Source: an optimization exercise on an open RTL-to-GDS flow (aim: small area and few clock cycles per item). Production flows keep margins and buffers that such runs may drop.
The RTL was checked by simulation tests, not by an equivalence proof against the original design.

==> run a: inputs <==
Design gray_vertical_census_bank, start of the top module:
module gray_vertical_census_bank #(
  parameter int LANES       = 16,
  parameter int PIX_W       = 8,
  parameter int RADIUS      = 8,
  parameter int FRAME_LINES = 480,
  parameter int INFO_W      = 8
) (
  input  logic                     clk,
  input  logic                     reset,
  input  logic [LANES*PIX_W-1:0]   in_pixels,
  input  logic [INFO_W-1:0]        in_info,
  input  logic                     in_valid,
  output logic                     in_ready,
  input  logic                     cfg_mode,
  input  logic [PIX_W-1:0]         cfg_threshold,
  output logic [2*LANES-1:0]       out_bits,
  output logic [INFO_W-1:0]        out_info,
  output logic                     out_border,
  output logic                     out_last,
  output logic                     out_valid,
  input  logic                     out_ready
);
  localparam int N     = 2 * RADIUS + 1;
  localparam int SUM_W = PIX_W + $clog2(N);
  localparam int CMP_W = SUM_W + 2;
  localparam int K_W   = $clog2(FRAME_LINES + 1);
  localparam logic [K_W-1:0]   K_LAST   = K_W'(FRAME_LINES - 1);
  localparam logic [K_W-1:0]   K_BORDER = K_W'(2 * RADIUS);
  localparam logic [CMP_W-1:0] N_C      = CMP_W'(N);
  logic                  en;
  logic                  accept;
  logic [K_W-1:0]        k;
  logic [K_W-1:0]        s1_k;
  logic                  s1_valid;
  logic [INFO_W-1:0]     s1_info;
  logic [PIX_W-1:0]      win [LANES][N];
  logic [SUM_W-1:0]      sum [LANES];
  logic                  mode_l;
  logic [PIX_W-1:0]      thr_l;
  logic [2*LANES-1:0]    bits_next;
  logic                  border_next;
  logic                  last_next;
  ...
==> module gray_vertical_census_bank, before the edit <==
module gray_vertical_census_bank #(
  parameter int LANES       = 16,
  parameter int PIX_W       = 8,
  parameter int RADIUS      = 8,
  parameter int FRAME_LINES = 480,
  parameter int INFO_W      = 8
) (
  input  logic                     clk,
  input  logic                     reset,
  input  logic [LANES*PIX_W-1:0]   in_pixels,
  input  logic [INFO_W-1:0]        in_info,
  input  logic                     in_valid,
  output logic                     in_ready,
  input  logic                     cfg_mode,
  input  logic [PIX_W-1:0]         cfg_threshold,
  output logic [2*LANES-1:0]       out_bits,
  output logic [INFO_W-1:0]        out_info,
  output logic                     out_border,
  output logic                     out_last,
  output logic                     out_valid,
  input  logic                     out_ready
);
  localparam int N     = 2 * RADIUS + 1;
  localparam int SUM_W = PIX_W + $clog2(N);
  localparam int CMP_W = SUM_W + 2;
  localparam int K_W   = $clog2(FRAME_LINES + 1);
  localparam logic [K_W-1:0]   K_LAST   = K_W'(FRAME_LINES - 1);
  localparam logic [K_W-1:0]   K_BORDER = K_W'(2 * RADIUS);
  localparam logic [CMP_W-1:0] N_C      = CMP_W'(N);
  logic                  en;
  logic                  accept;
  logic [K_W-1:0]        k;
  logic [K_W-1:0]        s1_k;
  logic                  s1_valid;
  logic [INFO_W-1:0]     s1_info;
  logic [PIX_W-1:0]      win [LANES][N];
  logic [SUM_W-1:0]      sum [LANES];
  logic                  mode_l;
  logic [PIX_W-1:0]      thr_l;
  logic [2*LANES-1:0]    bits_next;
  logic                  border_next;
  logic                  last_next;
  logic [CMP_W-1:0]      ts;
  assign en       = !out_valid || out_ready;
  assign in_ready = en;
  assign accept   = in_valid && en;
  always_ff @(posedge clk) begin
    if (reset) begin
      for (int i = 0; i < LANES; i++) begin
        for (int j = 0; j < N; j++) win[i][j] <= '0;
        sum[i] <= '0;
      end
      k        <= '0;
      s1_k     <= '0;
      s1_valid <= 1'b0;
      s1_info  <= '0;
      mode_l   <= 1'b0;
      thr_l    <= '0;
    end else begin
      if (accept) begin
        for (int i = 0; i < LANES; i++) begin
          for (int j = N - 1; j > 0; j--) win[i][j] <= win[i][j-1];
          win[i][0] <= in_pixels[i*PIX_W +: PIX_W];
          sum[i]    <= sum[i] + SUM_W'(in_pixels[i*PIX_W +: PIX_W]) - SUM_W'(win[i][N-1]);
        end
        if (k == '0) begin
          mode_l <= cfg_mode;
          thr_l  <= cfg_threshold;
        end
        k       <= (k == K_LAST) ? '0 : k + 1'b1;
        s1_k    <= k;
        s1_info <= in_info;
      end
      if (en) s1_valid <= accept;
    end
  end
  always_comb begin
    bits_next   = '0;
    border_next = (s1_k < K_BORDER);
    last_next   = (s1_k == K_LAST);
    ts          = mode_l ? CMP_W'(thr_l) : '0;
    for (int i = 0; i < LANES; i++) begin
      if (!border_next) begin
        bits_next[2*i]   = (N_C * CMP_W'(win[i][RADIUS])) > (CMP_W'(sum[i]) + N_C * ts);
        bits_next[2*i+1] = mode_l &&
                           ((N_C * CMP_W'(win[i][RADIUS]) + N_C * ts) < CMP_W'(sum[i]));
      end
    end
  end
  always_ff @(posedge clk) begin
    if (reset) begin
      out_valid  <= 1'b0;
      out_bits   <= '0;
      out_info   <= '0;
      out_border <= 1'b0;
      out_last   <= 1'b0;
    end else if (en) begin
      out_valid  <= s1_valid;
      out_bits   <= bits_next;
      out_info   <= s1_info;
      out_border <= border_next;
      out_last   <= last_next;
    end
  end
endmodule
clock: 6.0 ns
lec_check: 0
cap_margin: 20
core_margin: 2
core_utilization: 40
slew_margin: 20
run.sh (not shown) runs the stock make flow with config.mk's settings and CLKGATE_MAP_FILE= SYNTH_SCRIPT=/design/flow/synth_recipe.tcl, a recipe that flattens the netlist after the stock synthesis.
==> run b (differences from run a) <==
==> flow/design.v (replaced) <==
module gray_vertical_census_bank #(
  parameter int LANES       = 16,
  parameter int PIX_W       = 8,
  parameter int RADIUS      = 8,
  parameter int FRAME_LINES = 480,
  parameter int INFO_W      = 8
) (
  input  logic                     clk,
  input  logic                     reset,
  input  logic [LANES*PIX_W-1:0]   in_pixels,
  input  logic [INFO_W-1:0]        in_info,
  input  logic                     in_valid,
  output logic                     in_ready,
  input  logic                     cfg_mode,
  input  logic [PIX_W-1:0]         cfg_threshold,
  output logic [2*LANES-1:0]       out_bits,
  output logic [INFO_W-1:0]        out_info,
  output logic                     out_border,
  output logic                     out_last,
  output logic                     out_valid,
  input  logic                     out_ready
);
  localparam int N = 2 * RADIUS + 1;       
  logic        en, accept;
  logic [8:0]  k;                          
  logic        k_first, k_border, k_last, k_sub;
  logic        mode_l;
  logic [7:0]  thr_l;
  logic [12:0] t17;
  logic [13:0] lim_lo, lim_hi;             
  logic [7:0]  win [LANES][N];             
  logic [7:0]  llo [LANES];
  logic [3:0]  lhi [LANES];
  logic [1:0]  lq  [LANES];
  logic        s1_valid, s1_border, s1_last;
  logic [7:0]  s1_info;
  logic [2*LANES-1:0] bits_next;
  assign en       = !out_valid || out_ready;
  assign in_ready = en;
  assign accept   = in_valid && en;
  assign k_first  = (k == 9'd0);
  assign k_border = (k < 9'd16);
  assign k_last   = (k == 9'd479);
  assign k_sub    = (k > 9'd16);           
  always_ff @(posedge clk) begin
    if (reset) begin
      k <= '0;
    end else if (accept) begin
      k <= k_last ? 9'd0 : k + 9'd1;
    end
  end
  always_ff @(posedge clk) begin
    if (accept && k_first) begin
      mode_l <= cfg_mode;
      thr_l  <= cfg_threshold;
    end
  end
  assign t17    = mode_l ? ({1'b0, thr_l, 4'b0} + {5'b0, thr_l}) : 13'd0;
  assign lim_lo = 14'd4335 - {1'b0, t17};
  assign lim_hi = 14'd4335 + {1'b0, t17};
  always_ff @(posedge clk) begin
    if (accept) begin
      for (int i = 0; i < LANES; i++) begin
        for (int j = N - 1; j > 1; j--) win[i][j] <= win[i][j-1];
        win[i][1] <= ~win[i][0];
        win[i][0] <= in_pixels[i*PIX_W +: PIX_W];
      end
      s1_info   <= in_info;
      s1_border <= k_border;
      s1_last   <= k_last;
    end
  end
  always_ff @(posedge clk) begin
    if (accept) begin
      for (int i = 0; i < LANES; i++) begin
        logic [7:0] s, cy, z;
        logic [9:0] t;
        logic [8:0] c;
        z = win[i][N-1] | {8{!k_sub}};
        for (int b = 0; b < 8; b++) begin
          s[b]  = llo[i][b] ^ win[i][0][b] ^ z[b];
          cy[b] = (llo[i][b] & win[i][0][b]) | (llo[i][b] & z[b]) | (win[i][0][b] & z[b]);
        end
        c[0] = 1'b1;
        for (int b = 0; b < 8; b++) begin
          logic y;
          y = (b > 0) ? cy[b-1] : 1'b0;
          t[b]   = s[b] ^ y ^ c[b];
          c[b+1] = (s[b] & y) | (s[b] & c[b]) | (y & c[b]);
        end
        t[8] = cy[7] ^ c[8];
        t[9] = cy[7] & c[8];
        llo[i] <= k_first ? 8'd0 : t[7:0];
        lq[i]  <= k_first ? 2'd0 : t[9:8];
        lhi[i] <= k_first ? 4'd0 : lhi[i] + {2'b0, lq[i]} + 4'hf;
      end
    end
  end
  always_comb begin
    for (int i = 0; i < LANES; i++) begin
      logic [13:0] l, a, b, c, s1, c1, s2, c2, p;
      logic [7:0]  nc;
      logic [14:0] gl, gh;
      nc = win[i][RADIUS];                           
      l  = {2'b0, lhi[i] + {2'b0, lq[i]}, llo[i]};
      a  = {6'b0, win[i][0]};
      b  = {2'b0, nc, 4'b0};
      c  = {6'b0, nc};
      for (int j = 0; j < 14; j++) begin
        s1[j] = l[j] ^ a[j] ^ c[j];
        c1[j] = (l[j] & a[j]) | (l[j] & c[j]) | (a[j] & c[j]);
      end
      for (int j = 0; j < 14; j++) begin
        logic y;
        y = (j > 0) ? c1[j-1] : 1'b0;
        s2[j] = s1[j] ^ y ^ b[j];
        c2[j] = (s1[j] & y) | (s1[j] & b[j]) | (y & b[j]);
      end
      p = s2 + {c2[12:0], 1'b0};
      gl[0] = 1'b1;
      gh[0] = 1'b1;
      for (int j = 0; j < 14; j++) begin
        gl[j+1] = (p[j] & !lim_lo[j]) | (p[j] & gl[j]) | (!lim_lo[j] & gl[j]);
        gh[j+1] = (!p[j] & lim_hi[j]) | (!p[j] & gh[j]) | (lim_hi[j] & gh[j]);
      end
      bits_next[2*i]   = !s1_border && !gl[14];
      bits_next[2*i+1] = !s1_border && mode_l && !gh[14];
    end
  end
  always_ff @(posedge clk) begin
    if (reset) begin
      s1_valid  <= 1'b0;
      out_valid <= 1'b0;
    end else if (en) begin
      s1_valid  <= accept;
      out_valid <= s1_valid;
    end
  end
  always_ff @(posedge clk) begin
    if (en) begin
      out_bits   <= bits_next;
      out_info   <= s1_info;
      out_border <= s1_border;
      out_last   <= s1_last;
    end
  end
endmodule
==> impl_metrics.ini <==
[run_status]
status = complete, no violations

[die]
start_util = 0.402
num_rows = 207

[yosys]
yosysUniqueCellTypes = 90

[power_and_ir_drop]
p_leak_nw = 54.7

[drt]
num_vias = 106000

[placed_design]
dp_worst_setup_slack_ns = 0.772

[critical_path]
cp_num_buf_inv = 4
arrival_ns = 6.11
r2r_start = mode_l
critPathRequiredTime_ns = 6.79
cp_top_family = compound AO/OA/AOI/OAI gates

[finish]
multi_input_area_um2 = 71900
seqCellArea_um2 = 49300
drive_gt1_frac = 0.0436

[sta]
period_needed_ns = 5.32
max_freq_mhz = 188
Source of the figures above: run a

==> impl_metrics.ini <==
[run_status]
status = complete, no violations

[critical_path]
critPathRequiredTime_ns = 6.56
cp_num_buf_inv = 3

[finish]
multi_input_area_um2 = 27100
seqCellArea_um2 = 74100
drive_gt1_frac = 0.0929

[power_and_ir_drop]
p_leak_nw = 44.9

[sta]
max_freq_mhz = 174
period_needed_ns = 5.76

[die]
num_rows = 187

[yosys]
yosysUniqueCellTypes = 88
Source of the figures above: run b

Testbench counts of run a, summed over its fixed seeds: cycles 11,536, items 11,520.
Testbench counts of run b, summed over its fixed seeds: cycles 11,536, items 11,520.

port drivers added, routing unchanged:
The flow's constraints put no driver on any port. The routed layouts listed below were extracted and timed again, unchanged, in two steps. Step 1 (the two cells are an assumption about what drives the block):
set clk [get_ports {clk}]
set_driving_cell -lib_cell sky130_fd_sc_hd__clkbuf_16 $clk
set_driving_cell -lib_cell sky130_fd_sc_hd__buf_2 [delete_from_list [all_inputs] $clk]
Step 2 times the ports against the registers' clock, not the clock port: input delays grow and output delays shrink by t, the midpoint of the rising clock arrivals with the driver on. a / b / c = ideal / step 1 / step 2; a / b = the first two.
run	shift t [ns]	slack for setup (ns)	latest minus earliest clock arrival (ns)	worst slew at a driven data input, ns	pins driven straight from the clock port
run a	0.984	0.683 / 0.683 / 0.683	0.075 / 0.075	0.21	1
run b	0.929	0.243 / 0.243 / 0.243	0.071 / 0.071	0.05	1
After both steps every run listed still meets setup and hold.
